Source: an optimization exercise on an open RTL-to-GDS flow (aim: small area and few clock cycles per item). Production flows keep margins and buffers that such runs may drop. Only simulation tests tie the RTL to the original design; equivalence was not proved. Power and IR drop assume default switching activity.

## alpha
Design range_negotiation_ack_barrier_unit, start of the top module:
module range_negotiation_ack_barrier_unit (
    input  logic                          clk,
    input  logic                          rst_n,
    input  logic                          in_valid,
    output logic                          in_ready,
    input  logic [1:0]                    action,
    input  logic [rnab_pkg::SRC_W-1:0]    sender,
    input  logic [rnab_pkg::ROUND_W-1:0]  msg_round,
    output logic                          out_valid,
    input  logic                          out_ready,
    output logic [2:0]                    kind,
    output logic [2:0]                    error_code,
    output logic [rnab_pkg::ROUND_W-1:0]  round,
    output logic [1:0]                    phase,
    output logic [1:0]                    prev_phase,
    output logic                          last,
    input  logic                          psel,
    input  logic                          penable,
    input  logic                          pwrite,
    input  logic [rnab_pkg::PADDR_W-1:0]  paddr,
    input  logic [rnab_pkg::PDATA_W-1:0]  pwdata,
    output logic [rnab_pkg::PDATA_W-1:0]  prdata,
    output logic                          pready
);
Size: ~1400 cells after synthesis, about 160 I/O pins.
Settings: LEC_CHECK=0, CAP_MARGIN=0, CORE_MARGIN=2, CORE_UTILIZATION=40, GPL_TIMING_DRIVEN=0, SLEW_MARGIN=0; clock period 6.5 ns.
standard.sh (not shown) runs the stock make flow with config.mk's settings and CLKGATE_MAP_FILE= SYNTH_SCRIPT=/design/flow/synth_recipe.tcl, a recipe that flattens the netlist after the stock synthesis.
==> flow/flow/run.sh <==
#!/bin/bash
# Standard layout with area-oriented changes: port buffers use buf_1 and
# clock tree synthesis uses clusters of sinks under single small clock
# buffers, without dummy loads. Buffers added by ABC are removed at floorplan.
set -euo pipefail
export REMOVE_ABC_BUFFERS=1
export BUFFER_PORTS_ARGS="-buffer_cell sky130_fd_sc_hd__buf_1"
export CTS_ARGS="-sink_clustering_enable -repair_clock_nets -dont_use_dummy_load -buf_list sky130_fd_sc_hd__clkbuf_8 -sink_clustering_size 20 -sink_clustering_max_diameter 60"
bash standard.sh > standard_make.log 2>&1
alpha finished every stage and its layout cleared the timing, DRC and antenna checks.
Testbench counts of alpha, summed over its fixed seeds: cycles 64,320, items 64,000.
--- input diff alpha..beta ---
diff --git a/flow/flow/run.sh b/flow/flow/run.sh
--- a/flow/flow/run.sh
+++ b/flow/flow/run.sh
@@ -3,5 +3,4 @@
 # clock tree synthesis uses clusters of sinks under single small clock
-# buffers, without dummy loads. Buffers added by ABC are removed at floorplan.
+# buffers, without dummy loads.
 set -euo pipefail
-export REMOVE_ABC_BUFFERS=1
 export BUFFER_PORTS_ARGS="-buffer_cell sky130_fd_sc_hd__buf_1"
### Flow results
- beta did not stop at any stage, and its layout met the timing, DRC and antenna checks.
- Looking at first-pass GRT wire length across alpha and beta, the one that comes out lower is alpha.
- Between alpha and beta, the flow reports post-route cell area increasing by a few percent.
- Looking at number of cells upsized or downsized after cts, beta sits 3 above alpha.
For gamma, these inputs were changed with respect to beta:
- CAP_MARGIN: 0 -> 20
- SLEW_MARGIN: 0 -> 20
- GPL_TIMING_DRIVEN: 0 -> unset
[summary]
Compared with beta, in gamma final cell count has decreased, share of final layout cell area taken by non-clock buffers fell 3.3 points, critical path depth lower.
STATUS highest achievable clock rate: gamma wins against beta
gamma vs beta, number of instances in the placed design went down by 97.
Per the comparison of gamma with beta, post-route fraction of the period consumed by the critical path decreased 16 points; average wire per standard cell up about 1.1%.

========
old:
range_negotiation_ack_barrier_unit, a different RTL version from the one above (not shown whole).
Size in the first run: about 230 flip-flops, about 160 I/O pins.
==> flow/config.mk <==
export PLATFORM = sky130hd
export DESIGN_NAME = range_negotiation_ack_barrier_unit
export DESIGN_NICKNAME = range_negotiation_ack_barrier_unit
export VERILOG_FILES = /design/flow/design.v
export SDC_FILE = /design/flow/constraint.sdc
export NUM_CORES = 4
export LEC_CHECK = 0
export CAP_MARGIN = 0
export CORE_MARGIN = 2
export CORE_UTILIZATION = 40
export GPL_TIMING_DRIVEN = 0
export SLEW_MARGIN = 0
==> flow/constraint.sdc <==
create_clock -name core_clock -period 6.5 [get_ports {clk}]
set_input_delay 1.3000 -clock core_clock [delete_from_list [all_inputs] [get_ports {clk}]]
set_output_delay 1.3000 -clock core_clock [all_outputs]
set_load 0.01 [all_outputs]
==> flow/flow/run.sh <==
#!/bin/bash
# Standard layout, with two changes: port buffers use the smallest buffer
# (buf_1) and clock tree synthesis uses small clock buffers without dummy loads.
set -euo pipefail
export BUFFER_PORTS_ARGS="-buffer_cell sky130_fd_sc_hd__buf_1"
export CTS_ARGS="-sink_clustering_enable -repair_clock_nets -dont_use_dummy_load -buf_list sky130_fd_sc_hd__clkbuf_4"
bash standard.sh > standard_make.log 2>&1
Testbench counts of old, summed over its fixed seeds: cycles 64,320, items 64,000.
#### Input delta (new over old)
Settings: CAP_MARGIN: 0 -> 20; GPL_TIMING_DRIVEN: 0 -> unset; CTS_BUF_LIST: unset -> sky130_fd_sc_hd__clkbuf_4; SLEW_MARGIN: 0 -> 20; CTS_CLUSTER_SIZE: unset -> 40.
==> flow/run.sh (new file) <==
#!/bin/bash
# synth_recipe.tcl (not shown) runs the flow's synth.tcl, then flattens the netlist and writes it again
# the make line also repeats each setting of config.mk as NAME=value (left out here)
make -C /OpenROAD-flow-scripts/flow DESIGN_CONFIG=/design/flow/config.mk WORK_HOME=/design/flow/orfs CLKGATE_MAP_FILE= SYNTH_SCRIPT=/design/flow/synth_recipe.tcl finish
removed: flow/flow/run.sh
removed: flow/standard.sh
Notes after the runs:
- When new is set beside old, its register-to-register slack turns out to be 0.35 ns larger.
- From old to new, area fraction in compound gates after synthesis did not move at all.
- new completed; timing, DRC and antenna clean
- Taking old as the reference, in new count of clock-net buffers in the final layout shows an increase of 40; worst stage delay on the critical path shows an increase of 0.25 ns; first-iteration DRC count shows a reduction of about 11%.
- Between old and new, total design power is higher for new, old comes in under that.

========
RTL: one of the versions met above, not the one the previous note started from.
For scale: about 1400 cells after synthesis, roughly 230 flip-flops, roughly 160 I/O pins, ~13000 sq um of cells after synthesis.
export LEC_CHECK = 0
export CAP_MARGIN = 0
export CORE_MARGIN = 2
export CORE_UTILIZATION = 40
export GPL_TIMING_DRIVEN = 0
export SLEW_MARGIN = 0
create_clock -name core_clock -period 6.5 [get_ports {clk}]
==> flow/flow/run.sh <==
#!/bin/bash
# Standard layout with area-oriented changes: port buffers use buf_1, clock
# tree synthesis uses small clock buffers without dummy loads, and
# non-critical cells are downsized after global routing (power recovery).
set -euo pipefail
export RECOVER_POWER=100
export BUFFER_PORTS_ARGS="-buffer_cell sky130_fd_sc_hd__buf_1"
export CTS_ARGS="-sink_clustering_enable -repair_clock_nets -dont_use_dummy_load -buf_list sky130_fd_sc_hd__clkbuf_4"
bash standard.sh > standard_make.log 2>&1
The first run finished but failed the layout checks on max-capacitance violations, max-slew violations.
Testbench counts at the start, summed over its fixed seeds: cycles 64,320, items 64,000.
Then changed:
==> flow/flow/run.sh (replaced) <==
#!/bin/bash
# Standard layout with area-oriented changes: port buffers use buf_1 and
# clock tree synthesis uses clusters of sinks under single small clock
# buffers, without dummy loads. Non-critical cells are downsized after global routing.
set -euo pipefail
export RECOVER_POWER=100
export BUFFER_PORTS_ARGS="-buffer_cell sky130_fd_sc_hd__buf_1"
export CTS_ARGS="-sink_clustering_enable -repair_clock_nets -dont_use_dummy_load -buf_list sky130_fd_sc_hd__clkbuf_8 -sink_clustering_size 20 -sink_clustering_max_diameter 60"
bash standard.sh > standard_make.log 2>&1
--- a/flow/config.mk
+++ b/flow/config.mk
@@ -7,6 +7,5 @@
 export LEC_CHECK = 0
-export CAP_MARGIN = 0
+export CAP_MARGIN = 20
 export CORE_MARGIN = 2
 export CORE_UTILIZATION = 40
-export GPL_TIMING_DRIVEN = 0
-export SLEW_MARGIN = 0
+export SLEW_MARGIN = 20
What happened: The changed run produced a layout that fails on max-capacitance violations, max-slew violations; non-clock buffer count shrinks by 97; total power falls by 9.3%; worst setup slack gets better by 0.58 ns; final area came out lower by 4.6%.
Then changed:
==> flow/flow/run.sh (replaced) <==
#!/bin/bash
# Standard layout with area-oriented changes: port buffers use buf_1 and
# clock tree synthesis uses clusters of sinks under single small clock
# buffers, without dummy loads.
set -euo pipefail
export BUFFER_PORTS_ARGS="-buffer_cell sky130_fd_sc_hd__buf_1"
export CTS_ARGS="-sink_clustering_enable -repair_clock_nets -dont_use_dummy_load -buf_list sky130_fd_sc_hd__clkbuf_4 -sink_clustering_size 12 -sink_clustering_max_diameter 50"
bash standard.sh > standard_make.log 2>&1
--- a/flow/config.mk
+++ b/flow/config.mk
@@ -7,5 +7,6 @@
 export LEC_CHECK = 0
-export CAP_MARGIN = 20
+export CAP_MARGIN = 0
 export CORE_MARGIN = 2
 export CORE_UTILIZATION = 40
-export SLEW_MARGIN = 20
+export GPL_TIMING_DRIVEN = 0
+export SLEW_MARGIN = 0
With this change the flow produced a clean layout.
Power drops slightly.
Design area increases by a few percent.
Clock skew drops by 0.0034 ns.
Routed wire length rose by a few percent.
Clock power went down by a few percent.

========
lane 1:
range_negotiation_ack_barrier_unit, a different RTL version from the one above (not shown whole).
For scale: about 1,300 cells after synthesis, roughly 230 flip-flops, about 13,000 µm² of cells after synthesis.
clock: 6.5 ns
lec_check: 0
cap_margin: 20
core_margin: 2
core_utilization: 60
slew_margin: 20
==> flow/flow/run.sh <==
#!/bin/bash
# Standard layout with area-oriented changes: port buffers use buf_1 and
# clock tree synthesis uses clusters of sinks under single small clock
# buffers, without dummy loads. Constant outputs share one tie cell.
set -euo pipefail
export SKIP_REPAIR_TIE_FANOUT=1
export BUFFER_PORTS_ARGS="-buffer_cell sky130_fd_sc_hd__buf_1"
export CTS_ARGS="-sink_clustering_enable -repair_clock_nets -dont_use_dummy_load -buf_list sky130_fd_sc_hd__clkbuf_8 -sink_clustering_size 30 -sink_clustering_max_diameter 45"
bash standard.sh > standard_make.log 2>&1
Testbench counts of lane 1, summed over its fixed seeds: cycles 64,320, items 64,000.
> inputs changed (lane 1 -> lane 2)
- CORE_UTILIZATION changed from 60 to 70
--- a/flow/flow/run.sh
+++ b/flow/flow/run.sh
@@ -6,4 +6,4 @@
 export SKIP_REPAIR_TIE_FANOUT=1
 export BUFFER_PORTS_ARGS="-buffer_cell sky130_fd_sc_hd__buf_1"
-export CTS_ARGS="-sink_clustering_enable -repair_clock_nets -dont_use_dummy_load -buf_list sky130_fd_sc_hd__clkbuf_8 -sink_clustering_size 30 -sink_clustering_max_diameter 45"
+export CTS_ARGS="-sink_clustering_enable -repair_clock_nets -dont_use_dummy_load -buf_list sky130_fd_sc_hd__clkbuf_8 -sink_clustering_size 20 -sink_clustering_max_diameter 60"
 bash standard.sh > standard_make.log 2>&1
## What came out
Lane 2 finished end to end and its layout was clean on timing, DRC and antenna.
Share of power burned in the clock network: lane 2 < lane 1
Share of power burned in combinational logic for lane 2: 1.1 points up relative to lane 1
[compare] base=lane 1 new=lane 2: met2 layer usage reported by global route went up 5.6 points, maximum number of pins on one net before global-route repair climbed 4.5%, global-route wire length before repair saw a decrease, tap cell instance count shrank by about 17%.
Period utilization, lane 1 and lane 2: larger value in lane 2
Higher via count goes to lane 2 over lane 1.
Maximum achievable frequency, lane 1 and lane 2: higher on lane 1
Setup changes, lane 2 to lane 3
- CORE_UTILIZATION: 70 -> 40
Findings:
Lane 3 against lane 2: clock buffer instance count of the final layout picked up an extra 3, total number of vias fell 156, actual transition at the worst max-transition pin shows a reduction of 0.047 ns, met3 track demand over resource went down. Relative to lane 2, lane 3 improves setup slack after layout. Lane 3 did not stop at any stage, and its layout met the timing, DRC and antenna checks.

========
run 4:
Starting RTL as in the previous note.
clock: 6.5 ns
lec_check: 0
cap_margin: 20
core_margin: 2
core_utilization: 60
slew_margin: 20
==> flow/flow/run.sh <==
#!/bin/bash
# Standard layout with area-oriented changes: port buffers use buf_1 and
# clock tree synthesis uses clusters of sinks under single small clock
# buffers, without dummy loads. Constant outputs share one tie cell.
set -euo pipefail
export SKIP_REPAIR_TIE_FANOUT=1
export BUFFER_PORTS_ARGS="-buffer_cell sky130_fd_sc_hd__buf_1"
export CTS_ARGS="-sink_clustering_enable -repair_clock_nets -dont_use_dummy_load -buf_list sky130_fd_sc_hd__clkbuf_8 -sink_clustering_size 20 -sink_clustering_max_diameter 60"
bash standard.sh > standard_make.log 2>&1
Testbench counts of run 4, summed over its fixed seeds: cycles 64,320, items 64,000.
## Diff of input files: run 1 against run 4
Settings: swapping 60 for 40 in CORE_UTILIZATION.
==> flow/flow/run.sh <==
#!/bin/bash
# Standard layout with area-oriented changes: port buffers use buf_1 and
# clock tree synthesis uses clusters of sinks under single small clock
# buffers, without dummy loads.
set -euo pipefail
export BUFFER_PORTS_ARGS="-buffer_cell sky130_fd_sc_hd__buf_1"
export CTS_ARGS="-sink_clustering_enable -repair_clock_nets -dont_use_dummy_load -buf_list sky130_fd_sc_hd__clkbuf_8 -sink_clustering_size 20 -sink_clustering_max_diameter 60"
bash standard.sh > standard_make.log 2>&1
Notes after the runs:
Run 1 falls short of run 4 in area of the core.
Total number of nets in the final design (run 1 vs. run 4) increases slightly
Run 1 ended with more overall power than run 4.
For number of placement rows, dividing the value from run 4 by the value from run 1 gives 0.803.
In run 1 relative to run 4, clock power had gone up by a few percent.
Sequential share of layout area (run 1 over run 4): decrease, 0.96 points
Diff run 4 -> run 1 | number of clock buffers in the layout | increase of 2
Relative to run 4, final area has gone up in run 1.
Run 1 vs. run 4: internal power climbed about 1.3%, portion of the layout cell area used by clock cells comparable.

========
range_negotiation_ack_barrier_unit, a different RTL version from the one above (not shown whole).
For scale: about 0.013 mm2 of cells after synthesis.
==> flow/config.mk <==
export PLATFORM = sky130hd
export DESIGN_NAME = range_negotiation_ack_barrier_unit
export DESIGN_NICKNAME = range_negotiation_ack_barrier_unit
export VERILOG_FILES = /design/flow/design.v
export SDC_FILE = /design/flow/constraint.sdc
export NUM_CORES = 4
export LEC_CHECK = 0
export CAP_MARGIN = 0
export CORE_MARGIN = 2
export CORE_UTILIZATION = 70
export SLEW_MARGIN = 0
==> flow/constraint.sdc <==
create_clock -name core_clock -period 6.5 [get_ports {clk}]
set_input_delay 1.3000 -clock core_clock [delete_from_list [all_inputs] [get_ports {clk}]]
set_output_delay 1.3000 -clock core_clock [all_outputs]
set_load 0.01 [all_outputs]
==> flow/flow/run.sh <==
#!/bin/bash
# Standard layout with area-oriented changes: port buffers use buf_1 and
# clock tree synthesis uses clusters of sinks under single small clock
# buffers, without dummy loads. Constant outputs share one tie cell.
set -euo pipefail
export SKIP_REPAIR_TIE_FANOUT=1
export BUFFER_PORTS_ARGS="-buffer_cell sky130_fd_sc_hd__buf_1"
export CTS_ARGS="-sink_clustering_enable -repair_clock_nets -dont_use_dummy_load -buf_list sky130_fd_sc_hd__clkbuf_8 -sink_clustering_size 20 -sink_clustering_max_diameter 60"
bash standard.sh > standard_make.log 2>&1
The baseline passed the timing, DRC and antenna checks.
Testbench counts at the start, summed over its fixed seeds: cycles 64,320, items 64,000.
Change:
--- a/flow/flow/run.sh
+++ b/flow/flow/run.sh
@@ -7,3 +7,3 @@
 export BUFFER_PORTS_ARGS="-buffer_cell sky130_fd_sc_hd__buf_1"
-export CTS_ARGS="-sink_clustering_enable -repair_clock_nets -dont_use_dummy_load -buf_list sky130_fd_sc_hd__clkbuf_8 -sink_clustering_size 20 -sink_clustering_max_diameter 60"
+export CTS_ARGS="-sink_clustering_enable -repair_clock_nets -dont_use_dummy_load -buf_list sky130_fd_sc_hd__clkbuf_16 -sink_clustering_size 30 -sink_clustering_max_diameter 50"
 bash standard.sh > standard_make.log 2>&1
CAP_MARGIN = 20   (was 0)
SLEW_MARGIN = 20   (was 0)
After rerunning: Utilization grows by 2.1 points. Combinational power stays flat. Cell count increases by 0.45%. Total power rises by 20%. Design area climbs by 2.8%. Global-route usage rose by 0.94 points. Die area stays the same.
Change:
--- a/flow/flow/run.sh
+++ b/flow/flow/run.sh
@@ -7,3 +7,3 @@
 export BUFFER_PORTS_ARGS="-buffer_cell sky130_fd_sc_hd__buf_1"
-export CTS_ARGS="-sink_clustering_enable -repair_clock_nets -dont_use_dummy_load -buf_list sky130_fd_sc_hd__clkbuf_16 -sink_clustering_size 30 -sink_clustering_max_diameter 50"
+export CTS_ARGS="-sink_clustering_enable -repair_clock_nets -dont_use_dummy_load -buf_list sky130_fd_sc_hd__clkbuf_8 -sink_clustering_size 20 -sink_clustering_max_diameter 60"
 bash standard.sh > standard_make.log 2>&1
Result:
- The new run produced a clean layout
- final cell count falls by about 0.45%
- wire length goes down by about 3%
- worst setup slack got worse by 3.4 ps
- clock skew increases by 13 ps
- utilization falls by 2.1 points
- power came out lower by about 17%
- synthesized cell count is unchanged

==> re-timing with driven ports <==
The flow's constraints put no driver on any port. The routed layouts listed below were extracted and timed again, unchanged, in two steps. Step 1: set_driving_cell puts a clkbuf_16 on clk and a buf_2 on each other input, an assumption about the parent block. Step 2 moves the port delays by t, midway between the first and last clock arrival at a register: inputs arrive t later, outputs are due t later. That takes back most of the time a late clock gives input paths. a / b / c = ideal / step 1 / step 2; a / b = the first two.
run	shift t [ns]	setup WS [ns]	worst setup path at the end	clock arrival spread, ns	worst data-port slew with drivers (ns)
alpha	0.592	0.502 / 0.519 / -0.073	input to register	0.114 / 0.114	0.05
beta	0.587	0.495 / 0.517 / -0.069	input to register	0.091 / 0.091	0.04
gamma	0.583	1.520 / 1.520 / 1.151	input to register	0.128 / 0.128	0.08
old	0.720	0.482 / 0.507 / -0.213	input to register	0.045 / 0.045	0.04
new	0.742	0.902 / 0.902 / 0.232	input to register	0.059 / 0.059	0.06
the first run of note 3	0.732	0.520 / 0.540 / -0.191	input to register	0.122 / 0.121	0.03
the second run of note 3	0.584	1.103 / 1.116 / 0.532	input to register	0.127 / 0.128	0.07
the third run of note 3	0.691	0.606 / 0.626 / -0.065	input to register	0.134 / 0.134	0.03
lane 1	0.611	0.590 / 0.590 / 0.590	register to register	0.098 / 0.098	0.07
lane 2	0.543	0.378 / 0.378 / 0.378	register to register	0.111 / 0.111	0.06
lane 3	0.577	0.513 / 0.513 / 0.513	register to register	0.086 / 0.086	0.04
run 4	0.569	0.563 / 0.563 / 0.563	register to register	0.071 / 0.071	0.06
run 1	0.576	0.539 / 0.539 / 0.539	register to register	0.078 / 0.078	0.03
the first run of note 6	0.555	0.519 / 0.519 / 0.519	register to register	0.062 / 0.061	0.07
the second run of note 6	0.558	0.531 / 0.531 / 0.531	register to register	0.048 / 0.047	0.07
the third run of note 6	0.555	0.528 / 0.528 / 0.528	register to register	0.061 / 0.061	0.07
The setup slack of the first run of note 3, which loses most, moves by +0.020 ns with the drivers and by -0.711 ns with both steps.
